Background: an optimization exercise with open tools, aiming at small area, a short achievable clock period and few clock cycles per item. Do not read the settings as production practice. Function was checked by simulation only, so behaviour that the tests miss may differ from the original. Power and IR drop assume default switching activity.

v13:
==> flow/design.v <==
`timescale 1ns / 1ps
package pfe_pkg;
  localparam int unsigned LETTER_W = 5;
  localparam int unsigned NUM_ROWS = 5;
  localparam int unsigned NUM_COLS = 5;
  typedef logic [LETTER_W-1:0] letter_t;
  typedef logic [2:0]          idx_t;
  typedef logic [NUM_COLS*LETTER_W-1:0]          row_t;
  typedef logic [NUM_ROWS*NUM_COLS*LETTER_W-1:0] rows_t;
  typedef logic [9:0] pos_t;
  localparam letter_t LETTER_X = 5'd23;
  localparam letter_t LETTER_J = 5'd9;
  localparam letter_t LETTER_I = 5'd8;
  localparam rows_t ROWS_RESET = {
    25'd27025109,
    25'd21613104,
    25'd16201099,
    25'd10755269,
    25'd4294688
  };
  typedef enum logic [2:0] {
    REG_ROW_0 = 3'd0,
    REG_ROW_1 = 3'd1,
    REG_ROW_2 = 3'd2,
    REG_ROW_3 = 3'd3,
    REG_ROW_4 = 3'd4
  } reg_idx_e;
  function automatic logic [4:0] rot1(logic [4:0] i);
    rot1 = {i[3:0], i[4]};
  endfunction
  function automatic pos_t locate(rows_t rows, letter_t v);
    logic [4:0] rhit, chit, rsel, csel;
    logic [24:0] m;
    for (int k = 0; k < 25; k++) m[k] = (rows[5*k +: 5] == v);
    for (int r = 0; r < 5; r++) rhit[r] = |m[5*r +: 5];
    rsel[4] = rhit[4];
    rsel[3] = rhit[3] & ~rhit[4];
    rsel[2] = rhit[2] & ~(rhit[3] | rhit[4]);
    rsel[1] = rhit[1] & ~(rhit[2] | rhit[3] | rhit[4]);
    rsel[0] = ~(rhit[1] | rhit[2] | rhit[3] | rhit[4]);
    chit = '0;
    for (int r = 0; r < 5; r++) chit = chit | ({5{rsel[r]}} & m[5*r +: 5]);
    csel[4] = chit[4];
    csel[3] = chit[3] & ~chit[4];
    csel[2] = chit[2] & ~(chit[3] | chit[4]);
    csel[1] = chit[1] & ~(chit[2] | chit[3] | chit[4]);
    csel[0] = ~(chit[1] | chit[2] | chit[3] | chit[4]);
    locate = {rsel, csel};
  endfunction
  function automatic letter_t read_at(rows_t rows, pos_t p);
    letter_t l, rv;
    l = '0;
    for (int r = 0; r < 5; r++) begin
      rv = '0;
      for (int c = 0; c < 5; c++) rv = rv | ({5{p[c]}} & rows[25*r + 5*c +: 5]);
      l = l | ({5{p[5+r]}} & rv);
    end
    read_at = l;
  endfunction
endpackage
`timescale 1ns / 1ps
module pfe_cfg_regs (
  input  logic        clk_i,
  input  logic        rst_ni,
  input  logic        psel,
  input  logic        penable,
  input  logic        pwrite,
  input  logic [4:0]  paddr,
  input  logic [31:0] pwdata,
  output logic [31:0] prdata,
  output logic        pready,
  output pfe_pkg::rows_t       rows_o
);
  pfe_pkg::rows_t    rows_q, rows_d;
  logic [2:0] idx;
  logic     wr_en;
  assign idx    = paddr[4:2];
  assign wr_en  = psel & penable & pwrite;
  assign pready = 1'b1;
  always_comb begin
    rows_d = rows_q;
    if (wr_en) begin
      case (idx)
        pfe_pkg::REG_ROW_0: rows_d[0 +: 25] = pwdata[24:0];
        pfe_pkg::REG_ROW_1: rows_d[25 +: 25] = pwdata[24:0];
        pfe_pkg::REG_ROW_2: rows_d[50 +: 25] = pwdata[24:0];
        pfe_pkg::REG_ROW_3: rows_d[75 +: 25] = pwdata[24:0];
        pfe_pkg::REG_ROW_4: rows_d[100 +: 25] = pwdata[24:0];
        default: ;
      endcase
    end
  end
  always_comb begin
    case (idx)
      pfe_pkg::REG_ROW_0: prdata = {7'd0, rows_q[0 +: 25]};
      pfe_pkg::REG_ROW_1: prdata = {7'd0, rows_q[25 +: 25]};
      pfe_pkg::REG_ROW_2: prdata = {7'd0, rows_q[50 +: 25]};
      pfe_pkg::REG_ROW_3: prdata = {7'd0, rows_q[75 +: 25]};
      pfe_pkg::REG_ROW_4: prdata = {7'd0, rows_q[100 +: 25]};
      default:   prdata = '0;
    endcase
  end
  always_ff @(posedge clk_i or negedge rst_ni) begin
    if (!rst_ni) begin
      rows_q <= pfe_pkg::ROWS_RESET;
    end else begin
      rows_q <= rows_d;
    end
  end
  assign rows_o = rows_q;
endmodule
`timescale 1ns / 1ps
module pfe_pair_cipher (
  input  pfe_pkg::pos_t p1_i,
  input  pfe_pkg::pos_t p2_i,
  output pfe_pkg::pos_t t1_o,
  output pfe_pkg::pos_t t2_o
);
  logic [4:0] r1, c1, r2, c2;
  logic       same_row, same_col;
  assign r1 = p1_i[9:5];
  assign c1 = p1_i[4:0];
  assign r2 = p2_i[9:5];
  assign c2 = p2_i[4:0];
  assign same_row = |(r1 & r2);
  assign same_col = |(c1 & c2);
  always_comb begin
    if (same_row) begin
      t1_o = {r1, pfe_pkg::rot1(c1)};
      t2_o = {r2, pfe_pkg::rot1(c2)};
    end else if (same_col) begin
      t1_o = {pfe_pkg::rot1(r1), c1};
      t2_o = {pfe_pkg::rot1(r2), c2};
    end else begin
      t1_o = {r1, c2};
      t2_o = {r2, c1};
    end
  end
endmodule
`timescale 1ns / 1ps
module pfe_out_buf (
  input  logic          clk_i,
  input  logic          rst_ni,
  input  pfe_pkg::rows_t rows_i,
  input  logic          load_i,
  input  pfe_pkg::pos_t t1_i,
  input  pfe_pkg::pos_t t2_i,
  input  logic          quad_i,
  output logic          free_o,
  output logic          m_axis_tvalid,
  input  logic          m_axis_tready,
  output logic [7:0]    m_axis_tdata,    
  output logic          m_axis_tlast     
);
  pfe_pkg::pos_t t1_q, t2_q;
  logic          v_q, sec_q, rep_q;
  logic          hs;
  assign hs            = v_q & m_axis_tready;
  assign m_axis_tvalid = v_q;
  assign m_axis_tlast  = sec_q & ~rep_q;
  assign m_axis_tdata  = {3'd0, pfe_pkg::read_at(rows_i, sec_q ? t2_q : t1_q)};
  assign free_o        = ~v_q | (sec_q & ~rep_q & m_axis_tready);
  always_ff @(posedge clk_i or negedge rst_ni) begin
    if (!rst_ni) begin
      v_q <= 1'b0;
    end else if (free_o) begin
      v_q <= load_i;
    end
  end
  always_ff @(posedge clk_i) begin
    if (free_o) begin
      t1_q  <= t1_i;
      t2_q  <= t2_i;
      sec_q <= 1'b0;
      rep_q <= quad_i;
    end else if (hs) begin
      sec_q <= ~sec_q;
      if (sec_q) rep_q <= 1'b0;
    end
  end
endmodule
`timescale 1ns / 1ps
module playfair_digraph_encryptor (
  input  logic        clk_i,
  input  logic        rst_ni,
  input  logic        psel,
  input  logic        penable,
  input  logic        pwrite,
  input  logic [4:0]  paddr,
  input  logic [31:0] pwdata,
  output logic [31:0] prdata,
  output logic        pready,
  input  logic        s_axis_tvalid,
  output logic        s_axis_tready,
  input  logic [7:0]  s_axis_tdata,    
  input  logic        s_axis_tlast,    
  output logic        m_axis_tvalid,
  input  logic        m_axis_tready,
  output logic [7:0]  m_axis_tdata,    
  output logic        m_axis_tlast     
);
  pfe_pkg::rows_t   rows;
  pfe_pkg::letter_t a;
  pfe_pkg::pos_t    pos_a, pos_x, p1, p2, t1, t2;
  logic             held_v_q;
  pfe_pkg::letter_t held_q;
  pfe_pkg::pos_t    held_pos_q;
  logic             buf_free, s_accept, split, pair, load, quad;
  pfe_cfg_regs u_regs (
    .clk_i   (clk_i),
    .rst_ni  (rst_ni),
    .psel    (psel),
    .penable (penable),
    .pwrite  (pwrite),
    .paddr   (paddr),
    .pwdata  (pwdata),
    .prdata  (prdata),
    .pready  (pready),
    .rows_o  (rows)
  );
  assign a = (s_axis_tdata[4:0] == pfe_pkg::LETTER_J) ? pfe_pkg::LETTER_I : s_axis_tdata[4:0];
  assign pair          = held_v_q | s_axis_tlast;
  assign s_axis_tready = buf_free | ~pair;
  assign s_accept      = s_axis_tvalid & s_axis_tready;
  assign load          = s_accept & pair;
  assign split = held_v_q & (held_q != a);
  assign quad  = held_v_q & ~split & s_axis_tlast;
  assign pos_a = pfe_pkg::locate(rows, a);
  assign pos_x = pfe_pkg::locate(rows, pfe_pkg::LETTER_X);
  assign p1    = held_v_q ? held_pos_q : pos_a;
  assign p2    = split ? pos_a : pos_x;
  always_ff @(posedge clk_i or negedge rst_ni) begin
    if (!rst_ni) begin
      held_v_q <= 1'b0;
    end else if (s_accept) begin
      held_v_q <= ~s_axis_tlast & ~split;
    end
  end
  always_ff @(posedge clk_i) begin
    if (s_accept) begin
      held_q     <= a;
      held_pos_q <= pos_a;
    end
  end
  pfe_pair_cipher u_cipher (
    .p1_i (p1),
    .p2_i (p2),
    .t1_o (t1),
    .t2_o (t2)
  );
  pfe_out_buf u_out (
    .clk_i         (clk_i),
    .rst_ni        (rst_ni),
    .rows_i        (rows),
    .load_i        (load),
    .t1_i          (t1),
    .t2_i          (t2),
    .quad_i        (quad),
    .free_o        (buf_free),
    .m_axis_tvalid (m_axis_tvalid),
    .m_axis_tready (m_axis_tready),
    .m_axis_tdata  (m_axis_tdata),
    .m_axis_tlast  (m_axis_tlast)
  );
endmodule
export LEC_CHECK = 0
export CAP_MARGIN = 20
export CORE_MARGIN = 2
export CORE_UTILIZATION = 40
export SLEW_MARGIN = 20
create_clock -name core_clock -period 11.0 [get_ports {clk_i}]
standard.sh (not shown) runs the stock make flow with config.mk's settings and CLKGATE_MAP_FILE= SYNTH_SCRIPT=/design/flow/synth_recipe.tcl, a recipe that flattens the netlist after the stock synthesis.
==> flow/flow/run.sh <==
#!/bin/bash
set -euo pipefail
bash standard.sh "BUFFER_PORTS_ARGS=-buffer_cell sky130_fd_sc_hd__buf_4" \
  SETUP_SLACK_MARGIN=5.7 finish > flow_make.log 2>&1
Testbench counts of v13, summed over its fixed seeds: cycles 10,414, items 9,600.
Changes in v8 relative to v13:
Settings: an added SETUP_SLACK_MARGIN of 5; an added ABC_CLOCK_PERIOD_IN_PS of 5000.
==> flow/run.sh (new file) <==
#!/bin/bash
# synth_recipe.tcl (not shown) runs the flow's synth.tcl, then flattens the netlist and writes it again
# the make line also repeats each setting of config.mk as NAME=value (left out here)
make -C /OpenROAD-flow-scripts/flow DESIGN_CONFIG=/design/flow/config.mk WORK_HOME=/design/flow/orfs CLKGATE_MAP_FILE= SYNTH_SCRIPT=/design/flow/synth_recipe.tcl finish
removed: flow/flow/run.sh
removed: flow/standard.sh
[summary]
Sort v13 and v8 by per-cell via count in the routed design desc -> top: v13. v8 has design area below what v13 had. Against v13 as the reference, v8 delivers a lower number of iterations in the first detailed-routing pass. v13 → v8: worst path setup slack after routing decreased by 0.53 ns relative to the old numbers; length of routed met2 wiring -about 5.6%; clock skew ~0 delta. Logic gate share of total power ended up 1.6 points lower on v8 than on v13. Between v13 and v8, proportion of layout cells with a drive suffix above 1 is higher for v13, v8 comes in under that.

-- static timing again, ports no longer ideal --
The results above use ideal ports. As a check the final layouts listed here were re-extracted and re-timed, cells and wires unchanged.
Step 1: set_driving_cell puts a clkbuf_16 on clk_i and a buf_2 on each other input, an assumption about the parent block.
Step 2 times the ports against the registers' clock, not the clock port: input delays grow and output delays shrink by t, the midpoint of the rising clock arrivals with the driver on.
Slacks: no drivers / after step 1 / after step 2; pairs: no drivers / after step 1.
run | shift t [ns] | slack for setup (ns) | slew at the worst register clock pin (ns)
v13 | 0.493 | 5.551 / 5.407 / 4.998 | 0.08 / 0.08
v8 | 0.482 | 5.022 / 4.976 / 4.656 | 0.08 / 0.08
After both steps setup and hold are still met in every run listed. The setup slack of v13, which loses most, moves by -0.144 ns with the drivers and by -0.553 ns with both steps.
